What follows belongs to an exercise in optimizing a design on an open flow for small area, a short achievable clock period and few clock cycles per item; a production flow would make more cautious choices.
No functional check of the RTL was part of this run.

### flow/design.v
package muldiv_pkg;
  typedef enum logic [2:0] {
    OpMul    = 3'b000,
    OpMulh   = 3'b001,
    OpMulhsu = 3'b010,
    OpMulhu  = 3'b011,
    OpDiv    = 3'b100,
    OpDivu   = 3'b101,
    OpRem    = 3'b110,
    OpRemu   = 3'b111
  } op_e;
  localparam int SMul  = 0;   
  localparam int SMulX = 1;   
  localparam int SDs1  = 2;   
  localparam int SSpec = 3;   
  localparam int SDiv  = 4;   
  localparam int SFix  = 5;   
  localparam int NSt   = 6;
endpackage
module muldiv_div_iter
(
  input  logic [31:0] x_i,
  output logic        nz_o,
  output logic [4:0]  pos_o
);
  logic [15:0] v1;  logic [15:0]     p1;
  logic [7:0]  v2;  logic [7:0][1:0] p2;
  logic [3:0]  v3;  logic [3:0][2:0] p3;
  logic [1:0]  v4;  logic [1:0][3:0] p4;
  always_comb begin
    for (int i = 0; i < 16; i++) begin
      v1[i] = x_i[2*i+1] | x_i[2*i];
      p1[i] = x_i[2*i+1];
    end
    for (int i = 0; i < 8; i++) begin
      v2[i] = v1[2*i+1] | v1[2*i];
      p2[i] = v1[2*i+1] ? {1'b1, p1[2*i+1]} : {1'b0, p1[2*i]};
    end
    for (int i = 0; i < 4; i++) begin
      v3[i] = v2[2*i+1] | v2[2*i];
      p3[i] = v2[2*i+1] ? {1'b1, p2[2*i+1]} : {1'b0, p2[2*i]};
    end
    for (int i = 0; i < 2; i++) begin
      v4[i] = v3[2*i+1] | v3[2*i];
      p4[i] = v3[2*i+1] ? {1'b1, p3[2*i+1]} : {1'b0, p3[2*i]};
    end
    nz_o  = v4[1] | v4[0];
    pos_o = v4[1] ? {1'b1, p4[1]} : {1'b0, p4[0]};
  end
endmodule
module muldiv_add #(parameter int W = 34) (
  input  logic [W-1:0] a,
  input  logic [W-1:0] b,
  input  logic         ci,
  output logic [W-1:0] s
);
  localparam int L = $clog2(W + 1);
  logic [W:0] g [0:2*L-1];
  logic [W:0] p [0:2*L-1];
  always_comb begin
    g[0][0] = ci;
    p[0][0] = 1'b0;
    for (int i = 0; i < W; i++) begin
      g[0][i+1] = a[i] & b[i];
      p[0][i+1] = a[i] ^ b[i];
    end
    for (int l = 0; l < L; l++) begin
      g[l+1] = g[l];
      p[l+1] = p[l];
      for (int i = 0; i <= W; i++) begin
        if ((i % (2 << l)) == ((2 << l) - 1)) begin
          g[l+1][i] = g[l][i] | (p[l][i] & g[l][i - (1 << l)]);
          p[l+1][i] = p[l][i] & p[l][i - (1 << l)];
        end
      end
    end
    for (int k = 1; k < L; k++) begin
      g[L+k] = g[L+k-1];
      p[L+k] = p[L+k-1];
      for (int i = 0; i <= W; i++) begin
        if ((i % (1 << (L - k))) == ((1 << (L - k - 1)) - 1) && i >= (1 << (L - k))) begin
          g[L+k][i] = g[L+k-1][i] | (p[L+k-1][i] & g[L+k-1][i - (1 << (L - k - 1))]);
          p[L+k][i] = p[L+k-1][i] & p[L+k-1][i - (1 << (L - k - 1))];
        end
      end
    end
    for (int i = 0; i < W; i++) s[i] = p[0][i+1] ^ g[2*L-1][i];
  end
endmodule
module muldiv_unit
#(
  parameter int unsigned XLEN = 32
) (
  input  logic            clk,
  input  logic            rst,
  input  logic            in_valid,
  output logic            in_ready,
  input  logic [2:0]      op,
  input  logic [XLEN-1:0] rs1_data,
  input  logic [XLEN-1:0] rs2_data,
  input  logic [4:0]      rd_in,
  input  logic            flush,
  output logic            out_valid,
  input  logic            out_ready,
  output logic [XLEN-1:0] result,
  output logic [4:0]      rd_out,
  output logic            err
);
  localparam int SMul  = muldiv_pkg::SMul;
  localparam int SMulX = muldiv_pkg::SMulX;
  localparam int SDs1  = muldiv_pkg::SDs1;
  localparam int SSpec = muldiv_pkg::SSpec;
  localparam int SDiv  = muldiv_pkg::SDiv;
  localparam int SFix  = muldiv_pkg::SFix;
  localparam int NSt   = muldiv_pkg::NSt;
  logic [NSt-1:0] st_q, st_d;     
  logic        fin_q, fin_d;      
  logic        ov_q, ov_d;        
  logic        rdy_q, rdy_d;      
  logic [4:0]  cnt_q, cnt_d;
  logic [2:0]  jop_q;
  logic [4:0]  jrd_q;
  logic [33:0] md_q, md_d;     
  logic [33:0] acc_q, acc_d;   
  logic [31:0] lo_q, lo_d;     
  logic        neg_q, neg_d;   
  logic        negb_q, bz_q, nza_q, nzb_q, pa_q;
  logic [4:0]  posa_q, posb_q;
  logic        one0_q, two0_q, neg0_q, one1_q, two1_q, neg1_q, inv_q;
  logic        one0_d, two0_d, neg0_d, one1_d, two1_d, neg1_d, inv_d;
  logic        one2_q, two2_q, neg2_q, one3_q, two3_q, neg3_q;
  logic        one2_d, two2_d, neg2_d, one3_d, two3_d, neg3_d;
  logic [31:0] res_q;
  logic [4:0]  rrd_q;
  logic        short_q, lux_q;   
  logic j_rem, j_signed, j_lo, j_ux;
  assign j_rem    = jop_q[1];                
  assign j_signed = ~jop_q[0];               
  assign j_lo     = (jop_q[1:0] == 2'b00);   
  assign j_ux     = lux_q;                   
  logic [34:0] x0, x1, x2, x3, pp0, pp1, pp2, pp3;
  logic [41:0] ra, rb, rc, rd, re, s1, c1, s2, c2, s3, c3, t;
  assign x0  = one0_q ? {md_q[33], md_q} : (two0_q ? {md_q, 1'b0} : 35'd0);
  assign x1  = one1_q ? {md_q[33], md_q} : (two1_q ? {md_q, 1'b0} : 35'd0);
  assign x2  = one2_q ? {md_q[33], md_q} : (two2_q ? {md_q, 1'b0} : 35'd0);
  assign x3  = one3_q ? {md_q[33], md_q} : (two3_q ? {md_q, 1'b0} : 35'd0);
  assign pp0 = x0 ^ {35{neg0_q}};
  assign pp1 = x1 ^ {35{neg1_q}};
  assign pp2 = x2 ^ {35{neg2_q}};
  assign pp3 = x3 ^ {35{neg3_q}};
  assign ra  = {{8{acc_q[33]}}, acc_q} ^ {42{inv_q}};
  assign rb  = {{7{pp0[34]}}, pp0};
  assign rc  = {{5{pp1[34]}}, pp1, neg3_q, neg0_q};
  assign rd  = {{3{pp2[34]}}, pp2, neg3_q, neg1_q, neg3_q, neg3_q};
  assign re  = {{1{pp3[34]}}, pp3, neg3_q, neg2_q, {4{neg3_q}}};
  assign s1  = ra ^ rb ^ rc;
  assign c1  = {((ra[40:0] & rb[40:0]) | (ra[40:0] & rc[40:0]) | (rb[40:0] & rc[40:0])), neg3_q};
  assign s2  = s1 ^ c1 ^ rd;
  assign c2  = {((s1[40:0] & c1[40:0]) | (s1[40:0] & rd[40:0]) | (c1[40:0] & rd[40:0])), neg3_q};
  assign s3  = s2 ^ c2 ^ re;
  assign c3  = {((s2[40:0] & c2[40:0]) | (s2[40:0] & re[40:0]) | (c2[40:0] & re[40:0])), neg3_q};
  assign t   = s3 + c3 + {41'd0, inv_q | neg3_q};
  function automatic logic [2:0] booth(input logic h, input logic m, input logic l);
    booth = {m ^ l, (h & ~m & ~l) | (~h & m & l), h & ~(m & l)};
  endfunction
  logic        neg_a, neg_b, bz, special;
  logic        b_signed, a_short, b_short, swap, short_d;
  logic [31:0] xa, xb;
  logic        nz_a, nz_b;
  logic [4:0]  pos_a, pos_b;
  logic [6:0]  nd;
  logic [4:0]  nsh;
  logic [33:0] dsh;
  assign b_signed = rs2_data[31] & ((op == 3'd0) | (op == 3'd1) | (op == 3'd4) | (op == 3'd6));
  assign xa    = rs1_data ^ {32{a_signed}};
  assign xb    = rs2_data ^ {32{b_signed}};
  assign a_short = (xa[31:15] == '0);
  assign b_short = (xb[31:15] == '0);
  logic bx, ax;
  assign bx      = rs2_data[31] & ((op == 3'd2) | (op == 3'd3));
  assign ax      = rs1_data[31] & (op == 3'd3);
  assign swap    = ~op[2] & ~b_short & (a_short | (bx & ~ax));
  assign short_d = ~op[2] & (a_short | b_short);
  muldiv_div_iter u_len_a (.x_i(xa), .nz_o(nz_a), .pos_o(pos_a));
  muldiv_div_iter u_len_b (.x_i(xb), .nz_o(nz_b), .pos_o(pos_b));
  assign neg_a = md_q[33];
  assign neg_b = negb_q;
  logic        pa;
  always_comb begin
    pa = a_signed;
    for (int i = 0; i < 31; i++) pa = pa & (~xa[i+1] | xa[i]);
  end
  assign nd      = (nza_q ? {2'b0, posa_q} + 7'd1 : 7'd0) + {6'd0, pa_q}
                 - (nzb_q ? {2'b0, posb_q} + 7'd1 : 7'd0);
  assign bz      = bz_q;
  assign special = bz | nd[6];
  assign nsh     = nd[5] ? 5'd31 : (nd[4:0] | 5'd1);
  assign dsh     = {neg_b, neg_b, lo_q} << nsh;
  logic        sub1, sub2;
  logic [33:0] d2, u1, u2;
  logic [31:0] quo_next;
  assign sub1 = ~(acc_q[33] ^ md_q[33]);
  assign d2   = {md_q[33], md_q[33:1]};
  assign sub2 = ~(u1[33] ^ md_q[33]);
  muldiv_add #(.W(34)) u_add1 (.a(acc_q), .b(md_q ^ {34{sub1}}), .ci(sub1), .s(u1));
  muldiv_add #(.W(34)) u_add2 (.a(u1), .b(d2 ^ {34{sub2}}), .ci(sub2), .s(u2));
  assign quo_next = {lo_q[29:0], ~u1[33], ~u2[33]};
  logic wr, hold, load, a_signed;
  assign wr       = fin_q & ~ov_q;
  assign hold     = fin_q & ov_q;     
  assign load     = rdy_q;            
  assign in_ready = rdy_q;
  assign a_signed = rs1_data[31] & ((op == 3'd0) | (op == 3'd1) | (op == 3'd2) | (op == 3'd4) |
                                    (op == 3'd6));
  logic [31:0] res_d;
  always_comb begin
    res_d = t[31:0];
    if (st_q[SMul])  res_d = short_q ? (j_lo ? {t[23:0], lo_q[31:24]} : {{14{t[41]}}, t[41:24]})
                                     : (j_lo ? {t[7:0], lo_q[31:8]} : t[39:8]);
    if (st_q[SSpec]) res_d = lo_q;
    if (st_q[SDiv])  res_d = quo_next;
  end
  always_comb begin
    st_d  = st_q;
    fin_d = 1'b0;
    cnt_d = cnt_q;
    md_d  = md_q;
    acc_d = acc_q;
    lo_d  = lo_q;
    neg_d = neg_q;
    {one0_d, two0_d, neg0_d} = 3'b100;
    {one1_d, two1_d, neg1_d} = 3'b000;
    {one2_d, two2_d, neg2_d} = 3'b000;
    {one3_d, two3_d, neg3_d} = 3'b000;
    inv_d = 1'b0;
    if (st_q[SMul]) begin
      acc_d = t[41:8];
      lo_d  = {t[7:0], lo_q[31:8]};
      cnt_d = cnt_q - 5'd1;
      {one0_d, two0_d, neg0_d} = booth(lo_q[9], lo_q[8], lo_q[7]);
      {one1_d, two1_d, neg1_d} = booth(lo_q[11], lo_q[10], lo_q[9]);
      {one2_d, two2_d, neg2_d} = booth(lo_q[13], lo_q[12], lo_q[11]);
      {one3_d, two3_d, neg3_d} = booth(lo_q[15], lo_q[14], lo_q[13]);
      if (cnt_q == 5'd1) fin_d = ~(j_ux & lo_q[15]);
      if (cnt_q == 5'd0) begin
        st_d = '0;
        st_d[SMulX] = 1'b1;
        fin_d = 1'b1;
        {one0_d, two0_d, neg0_d} = 3'b100;
        {one1_d, two1_d, neg1_d} = 3'b000;
        {one2_d, two2_d, neg2_d} = 3'b000;
        {one3_d, two3_d, neg3_d} = 3'b000;
      end
    end
    if (st_q[SMulX]) begin
      acc_d = t[33:0];
    end
    if (st_q[SDs1]) begin
      acc_d = t[33:0];
      md_d  = dsh;
      cnt_d = {1'b0, nsh[4:1]};      
      neg_d = j_rem ? neg_a : (neg_a ^ neg_b);
      st_d  = '0;
      lo_d  = ({32{special & j_rem}} & md_q[31:0]) | {32{special & ~j_rem & bz}};
      if (special) begin
        st_d[SSpec] = 1'b1;
        fin_d = 1'b1;
      end else begin
        st_d[SDiv] = 1'b1;
        fin_d = (nsh[4:1] == 4'd0) & ~j_rem & ~(j_rem ? neg_a : (neg_a ^ neg_b));
      end
    end
    if (st_q[SDiv]) begin
      acc_d = u2;
      lo_d  = quo_next;
      md_d  = {{2{md_q[33]}}, md_q[33:2]};
      cnt_d = cnt_q - 5'd1;
      if (cnt_q == 5'd1) fin_d = ~j_rem & ~neg_q;
      if (cnt_q == 5'd0) begin
        md_d = d2;
        st_d = '0;
        st_d[SFix] = 1'b1;
        fin_d = 1'b1;
        if (j_rem) begin
          one0_d = u2[33];
          neg0_d = u2[33] & (md_q[33] ^ neg_q);
          inv_d  = neg_q;
        end else begin
          acc_d  = {2'b0, quo_next};
          one0_d = 1'b0;
          neg0_d = 1'b0;
          inv_d  = 1'b1;
        end
      end
    end
    if (wr) st_d = '0;
    if (hold) begin
      st_d  = st_q;
      fin_d = fin_q;
      cnt_d = cnt_q;
      md_d  = md_q;
      acc_d = acc_q;
      lo_d  = lo_q;
      neg_d = neg_q;
      {one0_d, two0_d, neg0_d, one1_d, two1_d, neg1_d, inv_d} =
        {one0_q, two0_q, neg0_q, one1_q, two1_q, neg1_q, inv_q};
      {one2_d, two2_d, neg2_d, one3_d, two3_d, neg3_d} =
        {one2_q, two2_q, neg2_q, one3_q, two3_q, neg3_q};
    end
    if (load) begin
      cnt_d = short_d ? 5'd1 : 5'd3;
      md_d  = swap ? {{2{b_signed}}, rs2_data} : {{2{a_signed}}, rs1_data};
      lo_d  = swap ? rs1_data : rs2_data;
      acc_d = '0;
      fin_d = 1'b0;
      st_d  = '0;
      inv_d = 1'b0;
      if (op[2]) begin
        {one0_d, two0_d, neg0_d} = {1'b1, 1'b0, a_signed};   
        {one1_d, two1_d, neg1_d} = 3'b000;
      end else begin
        {one0_d, two0_d, neg0_d} = booth(lo_d[1], lo_d[0], 1'b0);
        {one1_d, two1_d, neg1_d} = booth(lo_d[3], lo_d[2], lo_d[1]);
        {one2_d, two2_d, neg2_d} = booth(lo_d[5], lo_d[4], lo_d[3]);
        {one3_d, two3_d, neg3_d} = booth(lo_d[7], lo_d[6], lo_d[5]);
      end
      if (in_valid) begin
        if (op[2]) st_d[SDs1] = 1'b1;
        else       st_d[SMul] = 1'b1;
      end
    end
    if (flush) begin
      st_d  = '0;
      fin_d = 1'b0;
    end
  end
  always_comb begin
    ov_d = ov_q;
    if (ov_q & out_ready) ov_d = 1'b0;
    if (wr) ov_d = 1'b1;
    if (flush) ov_d = 1'b0;
    rdy_d = ~|st_d | (fin_d & ~ov_d);
  end
  always_ff @(posedge clk or negedge rst) begin
    if (!rst) begin
      st_q  <= '0;
      fin_q <= 1'b0;
      ov_q  <= 1'b0;
      rdy_q <= 1'b1;
    end else begin
      st_q  <= st_d;
      fin_q <= fin_d;
      ov_q  <= ov_d;
      rdy_q <= rdy_d;
    end
  end
  always_ff @(posedge clk) begin
    cnt_q <= cnt_d;
    md_q  <= md_d;
    acc_q <= acc_d;
    lo_q  <= lo_d;
    neg_q <= neg_d;
    {one0_q, two0_q, neg0_q, one1_q, two1_q, neg1_q, inv_q} <=
      {one0_d, two0_d, neg0_d, one1_d, two1_d, neg1_d, inv_d};
    {one2_q, two2_q, neg2_q, one3_q, two3_q, neg3_q} <=
      {one2_d, two2_d, neg2_d, one3_d, two3_d, neg3_d};
    negb_q <= b_signed;
    bz_q   <= (rs2_data == '0);
    nza_q  <= nz_a;
    nzb_q  <= nz_b;
    posa_q <= pos_a;
    posb_q <= pos_b;
    pa_q   <= pa;
    if (load) begin
      jop_q   <= op;
      jrd_q   <= rd_in;
      short_q <= short_d;
      lux_q   <= (op == 3'd3) | ((op == 3'd2) & ~swap);
    end
    if (wr) begin
      res_q <= res_d;
      rrd_q <= jrd_q;
    end
  end
  assign out_valid = ov_q;
  assign result    = res_q;
  assign rd_out    = rrd_q;
  assign err       = 1'b0;
endmodule
### flow/run.sh
#!/bin/bash
# synth_recipe.tcl (not shown) runs the flow's synth.tcl, then flattens the netlist and writes it again
# the make line also repeats each setting of config.mk as NAME=value (left out here)
make -C /OpenROAD-flow-scripts/flow DESIGN_CONFIG=/design/flow/config.mk WORK_HOME=/design/flow/orfs CLKGATE_MAP_FILE= SYNTH_SCRIPT=/design/flow/synth_recipe.tcl finish
### flow/config.mk
export PLATFORM = sky130hd
export DESIGN_NAME = muldiv_unit
export DESIGN_NICKNAME = muldiv_unit
export VERILOG_FILES = /design/flow/design.v
export SDC_FILE = /design/flow/constraint.sdc
export NUM_CORES = 4
export LEC_CHECK = 0
export ABC_CLOCK_PERIOD_IN_PS = 2500
export CAP_MARGIN = 20
export CORE_MARGIN = 2
export CORE_UTILIZATION = 40
export SETUP_SLACK_MARGIN = 5
export SLEW_MARGIN = 20
export TNS_END_PERCENT = 100
### flow/constraint.sdc
create_clock -name core_clock -period 11.0 [get_ports {clk}]
set_input_delay 2.2000 -clock core_clock [delete_from_list [all_inputs] [get_ports {clk}]]
set_output_delay 2.2000 -clock core_clock [all_outputs]
set_load 0.01 [all_outputs]
==> results.ini <==
[detailed_routing]
post_drt_wl_per_cell_um = 26.62
drt_wl_total_um = 116400
dr_total_vias = 27950
drc_errors = 0
via_per_inst = 6.390
first_pass_iters = 6
drt_iter0_markers = 3671
ant_nets = 0

[setup_path]
critPathRequiredTime_ps = 11430
cp_slowest_cell = edfxtp_1
timing.rr.start = md_q[33]
crit_arrival_ps = 7010
start_kind = flip-flop
critPathLaunch = md_q[33]
critical_path_class = reg2reg
worst_path_dominant_cell_family = compound AO/OA/AOI/OAI gates
crit_path_end_kind = flip-flop
critPathBufInv = 3
crit_path_max_incr_delay_ps = 480
cp_max_fo = 6

[timing]
setup_viol = 0
finClkSkew_ps = 22.14
maxSlewViolCount = 0
hold_viol = 0
setup_ws_ps = 4422
worstMarginPinSlew_ps = 1214
tns_ps = 0
fmax_mhz = 152.0
min_period_ps = 6578
max_slew_margin_pct = 18.46
whs_ps = 427.9
min_period_over_period_pct = 59.80
rsz0062_at_grt = yes

[clock_network]
cts_num_sinks = 189
cts-buffers-inserted = 17
root_buffer = clkbuf_16
htree_levels = 4
cts_buffer_depth = 2
ctsHoldBuffers = 0
clk-insertion-delay-late_ps = 520
clk_pin_slew_ps = 90
cts_tree = yes

[floorplanning]
die_h_um = 265.0
initial_core_util_pct = 40.49
coreArea_sq_um = 67280
dieArea_sq_um = 70210
rows = 95
io_pins = 117
die_x_um = 265.0

[yosys]
synth-simple-area-share_pct = 15.61
netlist_area_sq_um = 27240
syn-num-nets = 3761
synthFlopType = edfxtp_1
synth_edf_count = 124
synth_xor_area_share_pct = 10.83
yosysWarnings = 5
ys_types = 97
ys_ff_latch = 189
synth_area_per_cell_sq_um = 7.991
async_flop_share_pct = 4.762
synth_cells = 3409
synth.area.mux_share_pct = 5.213
synth-adder-area-share_pct = 16.60
ys_seq_area_share_pct = 18.61
synth_top_family_by_area = compound AO/OA/AOI/OAI gates
synth-compound-area-share_pct = 26.17

[grt]
grt_antenna_before_repair = 0
grt_use_total_pct = 32.06
gr-total-overflow = 0
grt_first_pass_wirelength_um = 170000
grt_pass1_vias = 26000
grt_max_degree = 81

[job]
cap_violations = 0

[placed_design]
io_buffers = 115
place_ws_ps = 3228
dp_cells = 4191
place_congestion = 0.9757
dp_hpwl_um = 82810
placed_area_sq_um = 29230

[cells_and_area]
stdcell_count = 4374
syn_to_final_growth_pct = 19.86
fin_area_sq_um = 32650
drive_above_1_share_pct = 14.89
nets = 3838
fillCellCount = 6523

[status]
status = complete, no violations

[worst_hold_path]
worstHoldStart = jrd_q[3]
min_path_type = reg2reg

## routing by layer
metal / GRT usage [%] / routed length [um]
met3: 7.952 / 13300
met5: 0 / 0
met1: 42.42 / 45480
met2: 49.00 / 50750
met4: 15.16 / 6892
## synthesized netlist by cell type (21+ instances only)
library cell / count / area share (%)
nand2_1: 343 / 4.7
a21oi_1: 273 / 5.0
nor2_1: 235 / 3.2
clkbuf_1: 221 / 3.0
inv_1: 215 / 3.0
o21ai_0: 195 / 3.6
xnor2_1: 187 / 6.0
xor2_1: 148 / 4.8
fa_1: 144 / 11
a22oi_1: 132 / 3.6
ha_1: 131 / 6.0
edfxtp_1: 124 / 14
mux2i_1: 89 / 3.3
nor3_1: 64 / 1.2
a21o_1: 61 / 1.7
dfxtp_1: 56 / 4.1
nand3_1: 50 / 0.92
o211ai_1: 50 / 1.4
buf_1: 45 / 0.62
a211oi_1: 42 / 1.2
mux2_2: 39 / 1.6
a221oi_1: 35 / 1.1
a31oi_1: 29 / 0.67
and2_1: 29 / 0.67
nand2b_1: 28 / 0.64
a221o_1: 26 / 0.96
nor2b_1: 23 / 0.53
o31ai_1: 23 / 0.63
nand4_1: 21 / 0.48
## per-stage QoR
stage | util, %
detailed placement | 43.45
CTS | 46.90
finish | 48.53
global placement | 43.44
global route | 48.53
floorplan | -
## final timing paths
kind	slack (ps)	end	cells past startpoint
hold / removal	430	rrd_q[3]	0
max in group asynchronous	8690	st_q[4]	1
hold reg to reg	430	rrd_q[3]	0
setup reg to reg	4420	acc_q[32]	29
min in group asynchronous	1980	ov_q	1
setup / recovery	4420	acc_q[32]	29
## cell usage in the layout (no fill, tap or decap), types with 22 or more instances in the layout
cell type / netlist / final
edfxtp_1: 124 / 124
xor2_1: 148 / 133
a21o_1: 61 / 61
a211oi_1: 42 / 38
nand3_1: 50 / 48
a31oi_1: 29 / 22
nand2b_1: 28 / 26
a221oi_1: 35 / 28
mux2i_1: 89 / 83
a21oi_1: 273 / 262
o211ai_1: 50 / 50
buf_4: 1 / 176
ha_1: 131 / 102
nor3_1: 64 / 59
nand2_1: 343 / 338
mux2_2: 39 / 39
and2_1: 29 / 27
nor2_1: 235 / 228
clkdlybuf4s50_1: 0 / 115
fa_1: 144 / 132
a22oi_1: 132 / 132
a221o_1: 26 / 26
o21ai_0: 195 / 170
inv_1: 215 / 214
xnor2_1: 187 / 171
dfxtp_1: 56 / 52
## registers in the layout (all words and copies together) (netlist names), 6 cells and up
signal and flops:
st_q 6, md_q 34, res_q 32, lo_q 32, acc_q 34
## worst register-to-register path: cells and delay by family (launching register included)
kind,cells,cell delay (ps)
flip-flops,1,480
XOR/XNOR,5,990
AND/OR/NAND/NOR,10,1720
buffers and inverters,3,580
AO/OA/AOI/OAI,8,1790
adder cells (fa/ha/maj),3,930
## logic make-up (layout without fill, tap and decap cells)
family / Yosys count / in the layout
AO/OA/AOI/OAI: 1065 / 1066
XOR/XNOR: 336 / 336
adder cells (fa/ha/maj): 275 / 275
buffers and inverters: 499 / 588
flip-flops: 189 / 189
multiplexers: 132 / 132
other: 1 / 3
AND/OR/NAND/NOR: 912 / 912
## layout make-up
type                       count  area (sq um)  area share [%]
sequential                   189          5084           15.57
multi-input combinational   2722         21700           66.47
antenna                        2         5.005         0.01533
clock buffer                  17         425.4           1.303
inverter                     219         829.5           2.541
clock inverter                15         187.7          0.5748
tap                          873          1092           3.345
timing repair buffer         337          3326           10.19
## repair_timing
item / 4_1_cts / 5_1_grt
setup buffers: 90 / 48
gates cloned: 7 / 3
gates resized for setup: 136 / 120
setup endpoints to repair: 132 / 71
hold endpoints to repair: 0 / 0
pin swaps: 69 / 67

## port drivers added, routing unchanged
No port has a modelled driver above. Below, the same layout with a new extraction and two added sets of constraints.
Step 1: set_driving_cell puts a clkbuf_16 on clk and a buf_2 on each other input, an assumption about the parent block.
Step 2 adds t to the input delays and takes it off the output delays; t is the mean of the earliest and latest rising clock arrival at the registers after step 1. Input paths then give back, and output paths get back, about the clock's delay inside the block.
Slacks: ideal / step 1 / step 2; pairs: ideal / step 1.
t, ns: 0.562
slack for setup (ns): 4.422 / 4.422 / 4.422
worst register clock-pin slew, ns: 0.09 / 0.09
After both steps setup and hold are still met in this run. For this run, drivers alone change the setup slack by 0.000 ns; drivers and shift together by 0.000 ns.
